From an optimization exercise on the open Yosys and OpenROAD flow, aimed at small area and few clock cycles per item; shortcuts taken in it are not production practice.
Only simulation tests tie the RTL to the original design; equivalence was not proved.
Power and IR drop assume default switching activity.

==> run E <==
// expression_tokenizer_unit
module expression_tokenizer_unit #(
    parameter int MAX_FRAC_DIGITS = etok_pkg::MAX_FRAC_DIGITS_DEF,
    parameter int INT_BITS        = etok_pkg::INT_BITS_DEF
) (
    input  logic                      clk,
    input  logic                      rst_n,
    input  logic                      s_axis_tvalid,
    output logic                      s_axis_tready,
    input  logic [etok_pkg::CH_W-1:0] s_axis_tdata,    
    input  logic                      s_axis_tlast,    
    output logic                      m_axis_tvalid,
    input  logic                      m_axis_tready,
    output logic [39:0]               m_axis_tdata,    
    output logic [etok_pkg::KIND_W-1:0] m_axis_tuser,  
    output logic                      m_axis_tlast     
);
    logic             act_reg;       
    logic             frac_reg;      
    logic [3:0]       fcnt_reg;      
    logic [15:0]      ipart_reg;     
    logic             sat_reg;       
    logic [ACC_W-1:0] acc_reg;       
  ...
export LEC_CHECK = 0
export ABC_AREA = 1
export CAP_MARGIN = 20
export CORE_MARGIN = 2
export CORE_UTILIZATION = 65
export SLEW_MARGIN = 20
create_clock -name core_clock -period 10.0 [get_ports {clk}]
standard.sh (not shown) runs the stock make flow with config.mk's settings and CLKGATE_MAP_FILE= SYNTH_SCRIPT=/design/flow/synth_recipe.tcl, a recipe that flattens the netlist after the stock synthesis.
==> flow/flow/run.sh <==
#!/bin/bash
# Own layout flow: the standard flow (standard synthesis, ORFS floorplan to
# finish) with these changes:
# - before floorplan, every combinational cell goes to the smallest drive
#   strength of its family (flow/downsize.tcl); timing repair sizes up what
#   the period needs;
# - the port buffers that global placement inserts use the smallest buffer
#   cell instead of a delay buffer;
# - clock tree synthesis uses one buffer type in larger sink clusters,
#   without dummy loads;
# - after global routing, gates off the critical paths are sized down again,
#   and then any max slew or capacitance this leaves is repaired.
set -euo pipefail
export PRE_FLOORPLAN_TCL="$PWD/flow/downsize.tcl"
export BUFFER_PORTS_ARGS="-buffer_cell sky130_fd_sc_hd__buf_1"
export CTS_ARGS="-sink_clustering_enable -repair_clock_nets -buf_list sky130_fd_sc_hd__clkbuf_8 -sink_clustering_size 16 -dont_use_dummy_load"
export RECOVER_POWER=100
export POST_GLOBAL_ROUTE_TCL="$PWD/flow/repair_after_grt.tcl"
bash standard.sh > standard.log 2>&1
==> flow/flow/downsize.tcl <==
# Set every combinational cell of the synthesized netlist to the smallest
# drive strength of its own cell family (same function and pins); timing
# repair later in the flow sizes up what the clock period needs. Registers,
# tie cells and anything on DONT_USE_CELLS are left alone.
set db [ord::get_db]
set block [ord::get_db_block]
set dont_use {}
if { [info exists ::env(DONT_USE_CELLS)] } {
  set dont_use $::env(DONT_USE_CELLS)
}
proc is_dont_use { name patterns } {
  foreach p $patterns {
    if { [string match $p $name] } { return 1 }
  }
  return 0
}
array set best_area {}
array set best_master {}
foreach lib [$db getLibs] {
  foreach m [$lib getMasters] {
    set n [$m getName]
    if { ![regexp {^(.*)_([0-9]+)$} $n -> base drive] } { continue }
    if { [is_dont_use $n $dont_use] } { continue }
    set a [expr { [$m getWidth] * [$m getHeight] }]
    if { ![info exists best_area($base)] || $a < $best_area($base) } {
      set best_area($base) $a
      set best_master($base) $m
    }
  }
}
set swapped 0
foreach inst [$block getInsts] {
  set m [$inst getMaster]
  set n [$m getName]
  if { [regexp {__(df|dl|sdf|edf|conb|tap|fill|decap)} $n] } { continue }
  if { ![regexp {^(.*)_([0-9]+)$} $n -> base drive] } { continue }
  if { ![info exists best_master($base)] } { continue }
  set a [expr { [$m getWidth] * [$m getHeight] }]
  if { $best_area($base) < $a } {
    $inst swapMaster $best_master($base)
    incr swapped
  }
}
puts "downsize: $swapped cells set to their smallest drive strength"
==> flow/flow/repair_after_grt.tcl <==
# After global routing's power recovery has sized gates down: fix any max
# slew or max capacitance it left, with global-route parasitics, and route
# the nets that changed.
global_route -start_incremental
estimate_parasitics -global_routing
repair_design -slew_margin $::env(SLEW_MARGIN) -cap_margin $::env(CAP_MARGIN)
detailed_placement
global_route -end_incremental
estimate_parasitics -global_routing
report_check_types -max_slew -max_capacitance -violators
==> run G (differences from run E) <==
==> flow/flow/run.sh (replaced) <==
#!/bin/bash
# Own layout flow: the standard flow (standard synthesis, ORFS floorplan to
# finish) with two changes: the port buffers that global placement inserts use
# the smallest buffer cell instead of a delay buffer, and clock tree synthesis
# uses one buffer type in larger sink clusters without dummy loads.
set -euo pipefail
export BUFFER_PORTS_ARGS="-buffer_cell sky130_fd_sc_hd__buf_1"
export RECOVER_POWER=100
export CTS_ARGS="-sink_clustering_enable -repair_clock_nets -buf_list sky130_fd_sc_hd__clkbuf_8 -sink_clustering_size 16 -dont_use_dummy_load"
bash standard.sh > standard.log 2>&1
removed: flow/flow/downsize.tcl
removed: flow/flow/repair_after_grt.tcl
==> run K (differences from run E) <==
==> flow/run.sh (new file) <==
#!/bin/bash
# synth_recipe.tcl (not shown) runs the flow's synth.tcl, then flattens the netlist and writes it again
# the make line also repeats each setting of config.mk as NAME=value (left out here)
make -C /OpenROAD-flow-scripts/flow DESIGN_CONFIG=/design/flow/config.mk WORK_HOME=/design/flow/orfs CLKGATE_MAP_FILE= SYNTH_SCRIPT=/design/flow/synth_recipe.tcl finish
removed: flow/flow/run.sh
removed: flow/flow/downsize.tcl
removed: flow/flow/repair_after_grt.tcl
removed: flow/standard.sh
==> impl_metrics.json <==
{
  "worst_hold_slack_ps": 494,
  "finalPower_mw": 0.717,
  "grt_pass1_vias": 6892,
  "drv_cap": 0,
  "status": "timing/DRC/antenna clean",
  "start_util_pct": 66.4,
  "relSlewSlack_pct": 48.1,
  "fillers": 810,
  "vdd_drop_max_mv": 0.0833,
  "pwr-share-clk_pct": 45.4,
  "startpoint": "s_axis_tdata[2]",
  "worstHoldEndpoint": "acc_reg[42]",
  "worstHoldPathCells": 1,
  "num_vias": 6610,
  "r2r_cells": 26,
  "drt_iter0_markers": 742,
  "post-route-util_pct": 74.9
}
[end of results for run K]
==> impl_metrics.json <==
{
  "worst_hold_slack_ps": 506,
  "r2r_cells": 26,
  "post-route-util_pct": 71.4,
  "grt_pass1_vias": 6440,
  "drt_iter0_markers": 682,
  "drv_cap": 0,
  "num_vias": 6458,
  "fillers": 851,
  "startpoint": "s_axis_tdata[2]",
  "status": "timing/DRC/antenna clean",
  "relSlewSlack_pct": 29.0,
  "vdd_drop_max_mv": 0.0656,
  "worstHoldPathCells": 1,
  "finalPower_mw": 0.564
}
[end of results for run E]
==> impl_metrics.json <==
{
  "status": "finished with violations",
  "so_faults": "capacitance limit, slew limit",
  "slew_violations": 34,
  "vdd_drop_max_mv": 0.0775,
  "finalPower_mw": 0.569,
  "startpoint": "s_axis_tdata[1]",
  "drv_cap": 1,
  "drt_iter0_markers": 650,
  "worstHoldEndpoint": "fcnt_reg[2]"
}
[end of results for run G]
Testbench counts of run E, summed over its fixed seeds: cycles 31,132, tokens 10,951.
Testbench counts of run G, summed over its fixed seeds: cycles 31,132, tokens 10,951.
Testbench counts of run K, summed over its fixed seeds: cycles 31,132, tokens 10,951.

========
==> try-umber <==
expression_tokenizer_unit, a different RTL version from the one above (not shown whole).
export LEC_CHECK = 0
export ABC_AREA = 1
export CAP_MARGIN = 20
export CORE_MARGIN = 2
export CORE_UTILIZATION = 60
export GPL_TIMING_DRIVEN = 0
export SLEW_MARGIN = 20
create_clock -name core_clock -period 10.0 [get_ports {clk}]
==> flow/flow/run.sh <==
#!/bin/bash
# Own layout flow: the standard flow (standard synthesis, then ORFS
# floorplan to finish) with these changes:
# - after the standard synthesis, the combinational gates between its
#   registers and adder cells are mapped again for area: each full adder's
#   and XOR gate's polarity is chosen to need the fewest inverters
#   (invopt.py), then four times ABC maps the rest (half adders included)
#   for area (reabc.abc) and polarities are chosen again, and the smallest
#   of the four netlists is kept; registers, full adders and the names of
#   registers are kept, and a Yosys equivalence proof against the standard
#   netlist must pass, else the standard netlist is used;
# - before floorplan, every combinational cell goes to the smallest drive
#   strength of its family (downsize.tcl); timing repair sizes up what the
#   period needs;
# - the port buffers that global placement inserts use the smallest buffer
#   cell instead of a delay buffer;
# - clock tree synthesis uses one buffer type in larger sink clusters,
#   without dummy loads.
# Each tool's output goes to a log file of its own in this folder.
set -euo pipefail
F="$PWD/flow"
R="$PWD/orfs/results/$FLOW_PLATFORM/expression_tokenizer_unit/base"
LIB="$FLOW_HOME/platforms/$FLOW_PLATFORM/lib/sky130_fd_sc_hd__tt_025C_1v80.lib"
YOSYS="$(command -v yosys || echo "$FLOW_HOME/../tools/install/yosys/bin/yosys")"

bash standard.sh synth > synth.log 2>&1

# Map the combinational logic again, keeping registers and full adders.
DU="-dont_use *lpflow* -dont_use *probe* -dont_use *clkdly* -dont_use *dlygate*"
DU="$DU -dont_use *dlymetal* -dont_use *clkbuf* -dont_use *clkinv*"
models() {  # Verilog models of the combinational cells the given netlists use
  local cells
  cells=$(grep -ohE 'sky130_fd_sc_hd__\w+' "$@" | sort -u \
          | grep -vE '__(dfxtp_1|edfxtp_1|dfrtp_1|fa_1|ha_1|conb_1)$' | tr '\n' ' ')
  python3 "$F/libmodels.py" "$LIB" $cells
}
reabc_once() {  # $1 in, $2 out: ABC maps the combinational logic for area
  models "$1" > comb_models.v || return 1
  grep 'ha_1' "$F/seqmodels.v" >> comb_models.v || return 1
  "$YOSYS" -p "read_verilog -lib $F/stubs.v; read_verilog comb_models.v; read_verilog $1;
    hierarchy -top $FLOW_TOP; flatten; delete t:\$scopeinfo; techmap; opt -fast;
    abc -liberty $LIB $DU -script $F/reabc.abc; opt_clean -purge;
    write_verilog -noattr -nohex -nodec $2" > "reabc_$2.log" 2>&1
}
netarea() {  # cell area of a netlist, from the cells' LEF sizes
  python3 - "$1" "$FLOW_HOME/platforms/$FLOW_PLATFORM/lef/sky130_fd_sc_hd_merged.lef" <<'PY'
import re, sys
s = open(sys.argv[1]).read()
lef = open(sys.argv[2]).read()
area = {}
for m in re.finditer(r'MACRO (\S+)\s*\n(.*?)\nEND \1', lef, re.S):
    sz = re.search(r'SIZE\s+([\d.]+)\s+BY\s+([\d.]+)', m.group(2))
    if sz:
        area[m.group(1)] = float(sz.group(1)) * float(sz.group(2))
print('%.3f' % sum(area[t] for t in re.findall(r'^\s*(sky130_fd_sc_hd__\w+)\s+\S+\s*\(', s, re.M)))
PY
}
reopt() {
  cp "$R/1_2_yosys.v" std_netlist.v || return 1
  python3 "$F/invopt.py" std_netlist.v pol0_netlist.v pol0 > invopt0.log 2>&1 || return 1
  local cur=pol0_netlist.v best="" best_area="" a
  # half adders go back to logic for ABC; full adders and registers stay
  for it in 1 2 3 4; do
    reabc_once "$cur" "reabc${it}_netlist.v" || return 1
    python3 "$F/invopt.py" "reabc${it}_netlist.v" "pol${it}_netlist.v" "pol${it}" > "invopt${it}.log" 2>&1 || return 1
    cur="pol${it}_netlist.v"
    a=$(netarea "$cur") || return 1
    echo "iteration $it: $a" >> reopt_areas.log
    if [[ -z "$best" ]] || python3 -c "import sys; sys.exit(0 if $a < $best_area else 1)"; then
      best="$cur"; best_area="$a"
    fi
  done
  cp "$best" final_netlist.v || return 1
  echo "chosen: $best $best_area" >> reopt_areas.log
  # Proof: the standard and the final netlist, with only ports and register
  # outputs named alike, are equivalent.
  models std_netlist.v final_netlist.v > all_models.v || return 1
  cat "$F/seqmodels.v" >> all_models.v || return 1
  python3 "$F/renamenets.py" std_netlist.v eq_gold.v _o || return 1
  python3 "$F/renamenets.py" final_netlist.v eq_gate.v _g || return 1
  "$YOSYS" -p "read_verilog all_models.v; read_verilog eq_gold.v; rename $FLOW_TOP gold;
    read_verilog eq_gate.v; rename $FLOW_TOP gate; proc; flatten; async2sync; opt_clean;
    equiv_make gold gate equiv; hierarchy -top equiv; equiv_simple -seq 2; equiv_induct;
    equiv_status -assert" > equiv.log 2>&1 || return 1
  grep -q 'Equivalence successfully proven' equiv.log || return 1
  # same registers, same names and cell types
  diff <(grep -oE 'sky130_fd_sc_hd__(dfxtp|edfxtp|dfrtp)_1 +\S+' std_netlist.v | sort) \
       <(grep -oE 'sky130_fd_sc_hd__(dfxtp|edfxtp|dfrtp)_1 +\S+' final_netlist.v | sort) > regs.diff || return 1
}
if reopt; then
  echo "reopt: using the remapped netlist" > reopt.status
  cp final_netlist.v "$R/1_2_yosys.v"
  rm -f "$R/1_synth.odb" "$R/1_synth.sdc"
else
  echo "reopt: failed, using the standard netlist" > reopt.status
fi

export PRE_FLOORPLAN_TCL="$F/downsize.tcl"
export BUFFER_PORTS_ARGS="-buffer_cell sky130_fd_sc_hd__buf_1"
export CTS_ARGS="-sink_clustering_enable -repair_clock_nets -buf_list sky130_fd_sc_hd__clkbuf_8 -sink_clustering_size 16 -dont_use_dummy_load"
bash standard.sh > standard.log 2>&1
==> flow/flow/stubs.v <==
(* blackbox *) module sky130_fd_sc_hd__dfxtp_1 (CLK, D, Q); input CLK, D; output Q; endmodule
(* blackbox *) module sky130_fd_sc_hd__edfxtp_1 (CLK, D, DE, Q); input CLK, D, DE; output Q; endmodule
(* blackbox *) module sky130_fd_sc_hd__dfrtp_1 (CLK, D, RESET_B, Q); input CLK, D, RESET_B; output Q; endmodule
(* blackbox *) module sky130_fd_sc_hd__fa_1 (A, B, CIN, COUT, SUM); input A, B, CIN; output COUT, SUM; endmodule
(* blackbox *) module sky130_fd_sc_hd__conb_1 (HI, LO); output HI, LO; endmodule
Other scripts of this flow, unchanged in this note and not shown: flow/flow/downsize.tcl, flow/flow/invopt.py, flow/flow/libmodels.py, flow/flow/reabc.abc, flow/flow/renamenets.py, flow/flow/seqmodels.v
==> inputs of try-amber, as changes to try-umber <==
--- a/flow/design.v
+++ b/flow/design.v
@@ -68,11 +68,12 @@
         if (fcnt_reg == 4'd6) begin weight = weight | 43'h6b5fc; weight3 = weight3 | 43'h1421f4; end
         if (fcnt_reg == 4'd7) begin weight = weight | 43'habcd; weight3 = weight3 | 43'h20367; end
         if (fcnt_reg == 4'd8) begin weight = weight | 43'h112e; weight3 = weight3 | 43'h338a; end
     end
     logic [3:0] fdigit;
-    assign fdigit = (s_axis_tvalid && !s_axis_tlast && is_digit && frac_reg) ? digit : 4'd0;
+    assign fdigit = (s_axis_tvalid && !s_axis_tlast && is_digit && frac_reg
+                     && !(fcnt_reg[3] && fcnt_reg[0])) ? digit : 4'd0;
     always_comb
     begin
         case (fdigit[1:0])
             2'd0:    part_lo = '0;
             2'd1:    part_lo = weight;
@@ -116,26 +117,46 @@
             end
             acc_sum[i] = csa_s[i] ^ csa_c[i] ^ c;
             c = (csa_s[i] & csa_c[i]) | (c & (csa_s[i] ^ csa_c[i]));
         end
     end
-    logic [15:0] ipart_x5;
+    logic [15:0] ipart_x5a, ipart_x5;
     logic [15:0] ipart_x10;
-    logic        ipart_ovf;
+    logic        ipart_x5a_c, ipart_ovf;
     always_comb
     begin
         logic        c;
         logic [15:0] b;
-        b = {ipart_reg[13:0], digit[2] | digit[3], digit[1] | digit[3]};
-        c = digit[3];
+        b = {ipart_reg[13:0], 2'b00};
+        c = 1'b0;
         for (int i = 0; i < 16; i++)
         begin
-            ipart_x5[i] = ipart_reg[i] ^ b[i] ^ c;
+            ipart_x5a[i] = ipart_reg[i] ^ b[i] ^ c;
             c = (ipart_reg[i] & b[i]) | (c & (ipart_reg[i] ^ b[i]));
         end
+        ipart_x5a_c = c;
+    end
+    always_comb
+    begin
+        logic [2:0] d;
+        logic       c, ones;
+        d = digit[3:1];
+        c = 1'b0;
+        for (int i = 0; i < 3; i++)
+        begin
+            ipart_x5[i] = ipart_x5a[i] ^ d[i] ^ c;
+            c = (ipart_x5a[i] & d[i]) | (c & (ipart_x5a[i] ^ d[i]));
+        end
+        ones = 1'b1;
+        for (int i = 3; i < 16; i++)
+        begin
+            ipart_x5[i] = ipart_x5a[i] ^ (c && ones);
+            ones = ones && ipart_x5a[i];
+        end
         ipart_x10 = {ipart_x5[14:0], digit[0]};
-        ipart_ovf = c || ipart_x5[15] || ipart_reg[15] || ipart_reg[14];
+        ipart_ovf = (c && ones) || ipart_x5a_c || ipart_x5[15]
+                 || ipart_reg[15] || ipart_reg[14];
     end
     logic [3:0] fcnt_inc;
     assign fcnt_inc = {fcnt_reg[3] ^ (fcnt_reg[2] & fcnt_reg[1] & fcnt_reg[0]),
                        fcnt_reg[2] ^ (fcnt_reg[1] & fcnt_reg[0]),
                        fcnt_reg[1] ^ fcnt_reg[0],
==> flow/flow/run.sh (replaced) <==
#!/bin/bash
# Own layout flow: the standard flow (standard synthesis, then ORFS
# floorplan to finish) with these changes:
# - after the standard synthesis, the combinational gates between its
#   registers and adder cells are mapped again for area: each full adder's
#   and XOR gate's polarity is chosen to need the fewest inverters
#   (invopt.py), ABC maps the rest for area (reabc.abc), and polarities are
#   chosen again; registers, adder cells and the names of registers are
#   kept, and a Yosys equivalence proof against the standard netlist must
#   pass, else the standard netlist is used;
# - before floorplan, every combinational cell goes to the smallest drive
#   strength of its family (downsize.tcl); timing repair sizes up what the
#   period needs;
# - the port buffers that global placement inserts use the smallest buffer
#   cell instead of a delay buffer;
# - clock tree synthesis uses one buffer type in larger sink clusters,
#   without dummy loads.
# Each tool's output goes to a log file of its own in this folder.
set -euo pipefail
F="$PWD/flow"
R="$PWD/orfs/results/$FLOW_PLATFORM/expression_tokenizer_unit/base"
LIB="$FLOW_HOME/platforms/$FLOW_PLATFORM/lib/sky130_fd_sc_hd__tt_025C_1v80.lib"
YOSYS="$(command -v yosys || echo "$FLOW_HOME/../tools/install/yosys/bin/yosys")"

bash standard.sh synth > synth.log 2>&1

# Map the combinational logic again, keeping registers and adder cells:
# choose each full adder's and XOR gate's polarity to need the fewest
# inverters, map the rest with ABC for area, and choose polarities again.
models() {  # Verilog models of the combinational cells the given netlists use
  local cells
  cells=$(grep -ohE 'sky130_fd_sc_hd__\w+' "$@" | sort -u \
          | grep -vE '__(dfxtp_1|edfxtp_1|dfrtp_1|fa_1|ha_1|conb_1)$' | tr '\n' ' ')
  python3 "$F/libmodels.py" "$LIB" $cells
}
reopt() {
  cp "$R/1_2_yosys.v" std_netlist.v || return 1
  python3 "$F/invopt.py" std_netlist.v pol1_netlist.v pol1 > invopt1.log 2>&1 || return 1
  models pol1_netlist.v > comb_models.v || return 1
  local du="-dont_use *lpflow* -dont_use *probe* -dont_use *clkdly* -dont_use *dlygate*"
  du="$du -dont_use *dlymetal* -dont_use *clkbuf* -dont_use *clkinv*"
  "$YOSYS" -p "read_verilog -lib $F/stubs.v; read_verilog comb_models.v; read_verilog pol1_netlist.v;
    hierarchy -top $FLOW_TOP; flatten; delete t:\$scopeinfo; techmap; opt -fast;
    abc -liberty $LIB $du -script $F/reabc.abc; opt_clean -purge;
    write_verilog -noattr -nohex -nodec reabc_netlist.v" > reabc.log 2>&1 || return 1
  python3 "$F/invopt.py" reabc_netlist.v final_netlist.v pol2 > invopt2.log 2>&1 || return 1
  # Proof: the standard and the final netlist, with only ports and register
  # outputs named alike, are equivalent.
  models std_netlist.v final_netlist.v > all_models.v || return 1
  cat "$F/seqmodels.v" >> all_models.v || return 1
  python3 "$F/renamenets.py" std_netlist.v eq_gold.v _o || return 1
  python3 "$F/renamenets.py" final_netlist.v eq_gate.v _g || return 1
  "$YOSYS" -p "read_verilog all_models.v; read_verilog eq_gold.v; rename $FLOW_TOP gold;
    read_verilog eq_gate.v; rename $FLOW_TOP gate; proc; flatten; async2sync; opt_clean;
    equiv_make gold gate equiv; hierarchy -top equiv; equiv_simple -seq 2; equiv_induct;
    equiv_status -assert" > equiv.log 2>&1 || return 1
  grep -q 'Equivalence successfully proven' equiv.log || return 1
  # same registers, same names and cell types
  diff <(grep -oE 'sky130_fd_sc_hd__(dfxtp|edfxtp|dfrtp)_1 +\S+' std_netlist.v | sort) \
       <(grep -oE 'sky130_fd_sc_hd__(dfxtp|edfxtp|dfrtp)_1 +\S+' final_netlist.v | sort) > regs.diff || return 1
}
if reopt; then
  echo "reopt: using the remapped netlist" > reopt.status
  cp final_netlist.v "$R/1_2_yosys.v"
  rm -f "$R/1_synth.odb" "$R/1_synth.sdc"
else
  echo "reopt: failed, using the standard netlist" > reopt.status
fi

export PRE_FLOORPLAN_TCL="$F/downsize.tcl"
export BUFFER_PORTS_ARGS="-buffer_cell sky130_fd_sc_hd__buf_1"
export CTS_ARGS="-sink_clustering_enable -repair_clock_nets -buf_list sky130_fd_sc_hd__clkbuf_8 -sink_clustering_size 16 -dont_use_dummy_load"
bash standard.sh > standard.log 2>&1
==> flow/flow/stubs.v (replaced) <==
(* blackbox *) module sky130_fd_sc_hd__dfxtp_1 (CLK, D, Q); input CLK, D; output Q; endmodule
(* blackbox *) module sky130_fd_sc_hd__edfxtp_1 (CLK, D, DE, Q); input CLK, D, DE; output Q; endmodule
(* blackbox *) module sky130_fd_sc_hd__dfrtp_1 (CLK, D, RESET_B, Q); input CLK, D, RESET_B; output Q; endmodule
(* blackbox *) module sky130_fd_sc_hd__fa_1 (A, B, CIN, COUT, SUM); input A, B, CIN; output COUT, SUM; endmodule
(* blackbox *) module sky130_fd_sc_hd__ha_1 (A, B, COUT, SUM); input A, B; output COUT, SUM; endmodule
(* blackbox *) module sky130_fd_sc_hd__conb_1 (HI, LO); output HI, LO; endmodule
CORE_UTILIZATION = 65   (was 60)
SETUP_SLACK_MARGIN = 0.4   (was not set)
==> qor summary <==
| item | try-umber | try-amber |
|---|---|---|
| Run status | timing/DRC/antenna clean | timing/DRC/antenna clean |
| Clock-pin slew on the worst setup and hold paths | 0.08 ns | 0.07 ns |
| Floorplan die width | 107.9 µm | 105.7 µm |
| Initial Utilization | 62.14% | 66.01% |
| Power drawn by the combinational cells | 42.8 µW | 42.1 µW |
| Setup WS pre-CTS | -1.056 ns | -1.126 ns |
| Count of inverters not on the clock network in the layout | 8 | 17 |
| Clock period minus worst slack | 9.651 ns | 9.253 ns |
| Post-Layout Cell Count | 876 | 916 |
| Sequential fraction of total cell area | 26.18% | 25.11% |
| Tcrit/Tclk final | 96.51% | 92.53% |
| Critical path data arrival time | 9.90 ns | 9.50 ns |
| Core utilization of the finished layout | 68.14% | 72.65% |
| Power per cell area | 79.15 nW/µm² | 76.48 nW/µm² |
| Post-CTS setup-driven buffer insertion count | 2 | 6 |
| Multi-input combinational cell count | 582 | 608 |
| Routed length on met2 | 7.685 mm | 8.665 mm |
| Buffers, non-clock | 62 | 67 |
| Max stage delay on crit path | 0.50 ns | 0.48 ns |
| Internal power | 426.2 µW | 426.1 µW |
| Pin count of the biggest net entering global routing | 36 | 34 |
Testbench counts of try-umber, summed over its fixed seeds: cycles 31,132, tokens 10,951.
Testbench counts of try-amber, summed over its fixed seeds: cycles 31,132, tokens 10,951.

[what the ideal ports hide]
The flow's constraints put no driver on any port. The routed layouts listed below were extracted and timed again, unchanged, in two steps.
Step 1 sets driving cells, clkbuf_16 on the clock port and buf_2 on the other inputs (assumed; they add their load-dependent delay and slew).
Step 2 moves the port delays by t, midway between the first and last clock arrival at a register: inputs arrive t later, outputs are due t later. That takes back most of the time a late clock gives input paths.
a / b / c = ideal ports / drivers / drivers and shift; a / b = the first two.
run | t (ns) | setup WS [ns] | worst setup path after step 2
run E | 0.390 | 0.863 / 0.878 / 0.488 | input to register
run G | 0.415 | 0.951 / 0.966 / 0.551 | input to register
run K | 0.397 | 0.682 / 0.703 / 0.306 | input to register
try-umber | 0.385 | 0.349 / 0.363 / -0.022 | input to register
try-amber | 0.396 | 0.747 / 0.762 / 0.367 | input to register
Met with ideal ports but missed after step 2: setup timing in try-umber. For run G, which loses most, drivers alone change the setup slack by +0.015 ns; drivers and shift together by -0.400 ns.
